What follows belongs to an exercise in optimizing a design on an open flow for small area; a production flow would make more cautious choices. Function was checked by simulation only, so behaviour that the tests miss may differ from the original. Power figures rest on the tool's default switching activity, not on a simulated workload.

==> inputs of v28 <==
==> flow/design.v <==
module ethernet_perf_counter_snapshot #(
  parameter int unsigned AUTO_PERIOD = 1000
) (
  input  logic        clk,
  input  logic        rst,
  input  logic [63:0] rx_frames,
  input  logic [63:0] rx_crc_err,
  input  logic [63:0] rx_bytes,
  input  logic [63:0] tx_frames,
  input  logic [63:0] tx_bytes,
  input  logic        snap_req,
  input  logic        clear_req,
  output logic        snap_done,
  output logic        busy,
  output logic [15:0] snap_seq,
  input  logic        rd_en,
  input  logic [4:0]  rd_addr,
  output logic        rd_valid,
  output logic [31:0] rd_data
);
  localparam int unsigned   TW     = (AUTO_PERIOD > 1) ? $clog2(AUTO_PERIOD) : 1;
  localparam bit            T_EN   = (AUTO_PERIOD != 0);
  localparam logic [TW-1:0] T_LAST = (AUTO_PERIOD > 0) ? TW'(AUTO_PERIOD - 1) : '0;
  logic [2:0]    ph;
  logic [TW-1:0] timer;
  logic          snap_pend;
  logic          clear_pend;
  logic          zc;    
  logic          zp;    
  logic [63:0] cur  [5];
  logic [63:0] prev [5];
  logic [63:0] live [5];
  logic idle, tick, req_any, clear_now, start, clear_do;
  assign live[0] = rx_frames;
  assign live[1] = rx_crc_err;
  assign live[2] = rx_bytes;
  assign live[3] = tx_frames;
  assign live[4] = tx_bytes;
  assign idle      = (ph == 3'd0);
  assign tick      = T_EN && (timer == T_LAST);
  assign req_any   = snap_pend | snap_req | tick;
  assign clear_now = clear_pend | clear_req;
  assign start     = idle && !clear_now && req_any;
  assign clear_do  = idle && clear_now;
  assign busy      = (ph != 3'd0) && (ph != 3'd7);
  assign snap_done = (ph == 3'd7);
  always_ff @(posedge clk) begin
    if (rst) begin
      timer <= '0;
    end else if (start || tick) begin
      timer <= '0;
    end else if (T_EN) begin
      timer <= timer + 1'b1;
    end
  end
  always_ff @(posedge clk) begin
    if (rst) begin
      ph         <= 3'd0;
      snap_pend  <= 1'b0;
      clear_pend <= 1'b0;
      snap_seq   <= '0;
      zc         <= 1'b1;
      zp         <= 1'b1;
    end else begin
      ph         <= idle ? {2'b00, start} : ph + 3'd1;
      snap_pend  <= req_any & (!idle | clear_now);
      clear_pend <= !idle & clear_now;
      if (clear_do) begin
        snap_seq <= '0;
        zc       <= 1'b1;
        zp       <= 1'b1;
      end else begin
        if (start) begin
          zc <= 1'b0;
          zp <= zc;
        end
        if (ph == 3'd6) begin
          snap_seq <= snap_seq + 16'd1;
        end
      end
    end
  end
  always_ff @(posedge clk) begin
    if (start) begin
      for (int i = 0; i < 5; i++) begin
        prev[i] <= cur[i];
        cur[i]  <= live[i];
      end
    end
  end
  logic [63:0] mc, mp, df, dl;
  logic        back;
  logic [63:0] g0, p0, gg, pp;
  logic [64:0] cy;
  logic [31:0] rd_word;
  logic [4:0]  sc, sp;
  always_comb begin
    mc = '0;
    mp = '0;
    for (int i = 0; i < 5; i++) begin
      sc[i] = (rd_addr[4:2] == 3'(i)) && !zc && !rst;
      sp[i] = (rd_addr[4:2] == 3'(i)) && !zp && !rst;
      mc = mc | (cur[i]  & {64{sc[i]}});
      mp = mp | (prev[i] & {64{sp[i]}});
    end
    g0 = mc & ~mp;
    p0 = mc ^ ~mp;
    gg = g0;
    pp = p0;
    for (int l = 0; l < 6; l++) begin
      for (int i = 0; i < 64; i++) begin
        if ((i % (2 << l)) == ((2 << l) - 1)) begin
          gg[i] = gg[i] | (pp[i] & gg[i - (1 << l)]);
          pp[i] = pp[i] & pp[i - (1 << l)];
        end
      end
    end
    for (int l = 4; l >= 0; l--) begin
      for (int i = 0; i < 64; i++) begin
        if ((i % (2 << l)) == ((1 << l) - 1) && i >= (2 << l)) begin
          gg[i] = gg[i] | (pp[i] & gg[i - (1 << l)]);
          pp[i] = pp[i] & pp[i - (1 << l)];
        end
      end
    end
    cy[0] = 1'b1;
    for (int i = 1; i <= 64; i++) cy[i] = gg[i-1] | pp[i-1];
    df   = p0 ^ cy[63:0];
    back = !cy[64];
    dl = back ? mc : df;
    case (rd_addr[1:0])
      2'd0:    rd_word = mc[31:0];
      2'd1:    rd_word = mc[63:32];
      2'd2:    rd_word = dl[31:0];
      default: rd_word = dl[63:32];
    endcase
    if (rd_addr == 5'd20 && !rst) begin
      rd_word = {busy, 15'd0, snap_seq};
    end
  end
  always_ff @(posedge clk) begin
    rd_valid <= rd_en && !rst;
    if (rd_en || rst) begin
      rd_data <= rd_word;
    end
  end
endmodule
==> flow/flow/run.sh <==
#!/bin/bash
# Standard ORFS layout, with the port buffers made from the smallest buffer cell.
set -euo pipefail
bash standard.sh finish \
  "BUFFER_PORTS_ARGS=-buffer_cell sky130_fd_sc_hd__buf_1" \
  > standard_flow.log 2>&1
==> flow/standard.sh <==
#!/bin/bash
# synth_recipe.tcl (not shown) runs the flow's synth.tcl, then flattens the netlist and writes it again
# the make line also repeats each setting of config.mk as NAME=value (left out here)
make -C /OpenROAD-flow-scripts/flow DESIGN_CONFIG=/design/flow/config.mk WORK_HOME=/design/flow/orfs CLKGATE_MAP_FILE= SYNTH_SCRIPT=/design/flow/synth_recipe.tcl "${@:-finish}"
==> flow/config.mk <==
export PLATFORM = sky130hd
export DESIGN_NAME = ethernet_perf_counter_snapshot
export DESIGN_NICKNAME = ethernet_perf_counter_snapshot
export VERILOG_FILES = /design/flow/design.v
export SDC_FILE = /design/flow/constraint.sdc
export NUM_CORES = 4
export LEC_CHECK = 0
export CAP_MARGIN = 20
export CORE_MARGIN = 2
export CORE_UTILIZATION = 40
export CTS_BUF_LIST = sky130_fd_sc_hd__clkbuf_4
export SLEW_MARGIN = 20
==> flow/constraint.sdc <==
create_clock -name core_clock -period 8.0 [get_ports {clk}]
set_input_delay 1.6000 -clock core_clock [delete_from_list [all_inputs] [get_ports {clk}]]
set_output_delay 1.6000 -clock core_clock [all_outputs]
set_load 0.01 [all_outputs]
==> inputs of v8, as changes to v28 <==
CORE_UTILIZATION = 60   (was 40)
CTS_BUF_LIST = sky130_fd_sc_hd__clkbuf_8   (was sky130_fd_sc_hd__clkbuf_4)
CTS_CLUSTER_DIAMETER = 40   (was not set)
CTS_CLUSTER_SIZE = 24   (was not set)
PLACE_DENSITY = 0.7   (was not set)
==> inputs of v25, as changes to v28 <==
==> flow/flow/run.sh (replaced) <==
#!/bin/bash
# Standard ORFS synthesis, then the standard layout with three changes: the port buffers are the
# smallest buffer cell, the largest buffers and inverters are kept out of the layout's
# repair steps (the platform's own don't-use list is kept as well), and clock tree synthesis
# adds no dummy loads.
set -euo pipefail
PLATFORM_DONT_USE="sky130_fd_sc_hd__probe_p_8 sky130_fd_sc_hd__probec_p_8 sky130_fd_sc_hd__lpflow_bleeder_1 sky130_fd_sc_hd__lpflow_clkbufkapwr_1 sky130_fd_sc_hd__lpflow_clkbufkapwr_16 sky130_fd_sc_hd__lpflow_clkbufkapwr_2 sky130_fd_sc_hd__lpflow_clkbufkapwr_4 sky130_fd_sc_hd__lpflow_clkbufkapwr_8 sky130_fd_sc_hd__lpflow_clkinvkapwr_1 sky130_fd_sc_hd__lpflow_clkinvkapwr_16 sky130_fd_sc_hd__lpflow_clkinvkapwr_2 sky130_fd_sc_hd__lpflow_clkinvkapwr_4 sky130_fd_sc_hd__lpflow_clkinvkapwr_8 sky130_fd_sc_hd__lpflow_decapkapwr_12 sky130_fd_sc_hd__lpflow_decapkapwr_3 sky130_fd_sc_hd__lpflow_decapkapwr_4 sky130_fd_sc_hd__lpflow_decapkapwr_6 sky130_fd_sc_hd__lpflow_decapkapwr_8 sky130_fd_sc_hd__lpflow_inputiso0n_1 sky130_fd_sc_hd__lpflow_inputiso0p_1 sky130_fd_sc_hd__lpflow_inputiso1n_1 sky130_fd_sc_hd__lpflow_inputiso1p_1 sky130_fd_sc_hd__lpflow_inputisolatch_1 sky130_fd_sc_hd__lpflow_isobufsrc_1 sky130_fd_sc_hd__lpflow_isobufsrc_16 sky130_fd_sc_hd__lpflow_isobufsrc_2 sky130_fd_sc_hd__lpflow_isobufsrc_4 sky130_fd_sc_hd__lpflow_isobufsrc_8 sky130_fd_sc_hd__lpflow_isobufsrckapwr_16 sky130_fd_sc_hd__lpflow_lsbuf_lh_hl_isowell_tap_1 sky130_fd_sc_hd__lpflow_lsbuf_lh_hl_isowell_tap_2 sky130_fd_sc_hd__lpflow_lsbuf_lh_hl_isowell_tap_4 sky130_fd_sc_hd__lpflow_lsbuf_lh_isowell_4 sky130_fd_sc_hd__lpflow_lsbuf_lh_isowell_tap_1 sky130_fd_sc_hd__lpflow_lsbuf_lh_isowell_tap_2 sky130_fd_sc_hd__lpflow_lsbuf_lh_isowell_tap_4"
BIG="sky130_fd_sc_hd__buf_8 sky130_fd_sc_hd__buf_12 sky130_fd_sc_hd__buf_16 sky130_fd_sc_hd__bufinv_8 sky130_fd_sc_hd__bufinv_16 sky130_fd_sc_hd__inv_8 sky130_fd_sc_hd__inv_12 sky130_fd_sc_hd__inv_16 sky130_fd_sc_hd__clkinv_8 sky130_fd_sc_hd__clkinv_16 sky130_fd_sc_hd__clkbuf_16"
CTS="-sink_clustering_enable -repair_clock_nets -sink_clustering_size 10 -sink_clustering_max_diameter 40 -buf_list sky130_fd_sc_hd__clkbuf_4 -dont_use_dummy_load"
bash standard.sh synth > synth.log 2>&1
bash standard.sh finish \
  "CTS_ARGS=$CTS" \
  "BUFFER_PORTS_ARGS=-buffer_cell sky130_fd_sc_hd__buf_1" \
  "DONT_USE_CELLS=$PLATFORM_DONT_USE $BIG" \
  > layout.log 2>&1
CORE_UTILIZATION = 50   (was 40)
CTS_CLUSTER_DIAMETER = 40   (was not set)
CTS_CLUSTER_SIZE = 10   (was not set)
PLACE_DENSITY = 0.6   (was not set)
==> qor summary <==
metric                                                                  v28                      v8                     v25
Sequential power                                                    4.59 mW                 4.56 mW                 4.56 mW
Capture point of the critical path                    rd_data[31]$_DFFE_PP_    rd_data[5]$_DFFE_PP_    rd_data[5]$_DFFE_PP_
Clock latency on the worst-skew pair                                1040 ps                  700 ps                  920 ps
Layout buffering overhead excluding clock cells                      0.0561                  0.0559                  0.0596
Iter 0 DRT Violations                                                  2624                    2786                    2212
Cell Pwr Density                                                262 nW/um^2             258 nW/um^2             232 nW/um^2
Placed wire-length estimate                                        56300 um                50500 um                57800 um
Crit-path slowest cell                              sky130_fd_sc_hd__nor2_2  sky130_fd_sc_hd__buf_1  sky130_fd_sc_hd__buf_2
Std-Cell Rows                                                            98                      80                      87
Number of antenna repair diodes                                           2                       1                       5
Launching element of the worst setup path                        rd_addr[4]                     rst              rd_addr[4]
Switching pwr                                                       2.42 mW                 2.33 mW                 1.99 mW
Outcome                                    no timing/DRC/antenna violations  no timing/DRC/antenna violations  no timing/DRC/antenna violations
Die span in y                                                        272 um                  223 um                  244 um
Worst reg2reg startpoint                                    zp$_SDFFE_PP1P_         zc$_SDFFE_PP1P_         zc$_SDFFE_PP1P_
Data arrival time of the critical path                              7180 ps                 7250 ps                 6930 ps
Fraction of the cycle the final worst path needs                      0.800                   0.850                   0.791
Post-route minimum period                                           6400 ps                 6800 ps                 6330 ps
Area of all placed cells without fillers                        33900 sq um             33000 sq um             32100 sq um
Critical path buffers and inverters                                       4                       5                       4
Overall die area                                                73900 sq um             49600 sq um             59300 sq um
Clock-pin slew on the worst setup and hold paths                      60 ps                   70 ps                  100 ps
Layout-stage area growth over the synthesis result                    18.2%                   14.9%                   11.8%

==> afterwards: timing with drivers on the ports <==
No port has a modelled driver above. Below, the same layouts with a new extraction and two added sets of constraints. Step 1 assumes that a clkbuf_16 drives the clock port and a buf_2 every other input. Step 2 times the ports against the registers' clock, not the clock port: input delays grow and output delays shrink by t, the midpoint of the rising clock arrivals with the driver on. Slacks: no drivers / after step 1 / after step 2; pairs: no drivers / after step 1.
run | shift t [ns] | slack for setup (ns) | worst hold slack (ns) | clock arrival spread, ns | slew at the worst register clock pin (ns)
v28 | 1.069 | 1.604 / 1.628 / 0.559 | 0.415 / 0.415 / 0.415 | 0.076 / 0.076 | 0.08 / 0.08
v8 | 0.744 | 1.199 / 1.227 / 0.483 | 0.441 / 0.441 / 0.441 | 0.035 / 0.035 | 0.10 / 0.10
v25 | 0.920 | 1.671 / 1.676 / 0.756 | 0.388 / 0.388 / 0.388 | 0.113 / 0.113 | 0.11 / 0.11
After both steps every run listed still meets setup and hold. For v28, which loses most, drivers alone change the setup slack by +0.024 ns; drivers and shift together by -1.045 ns.
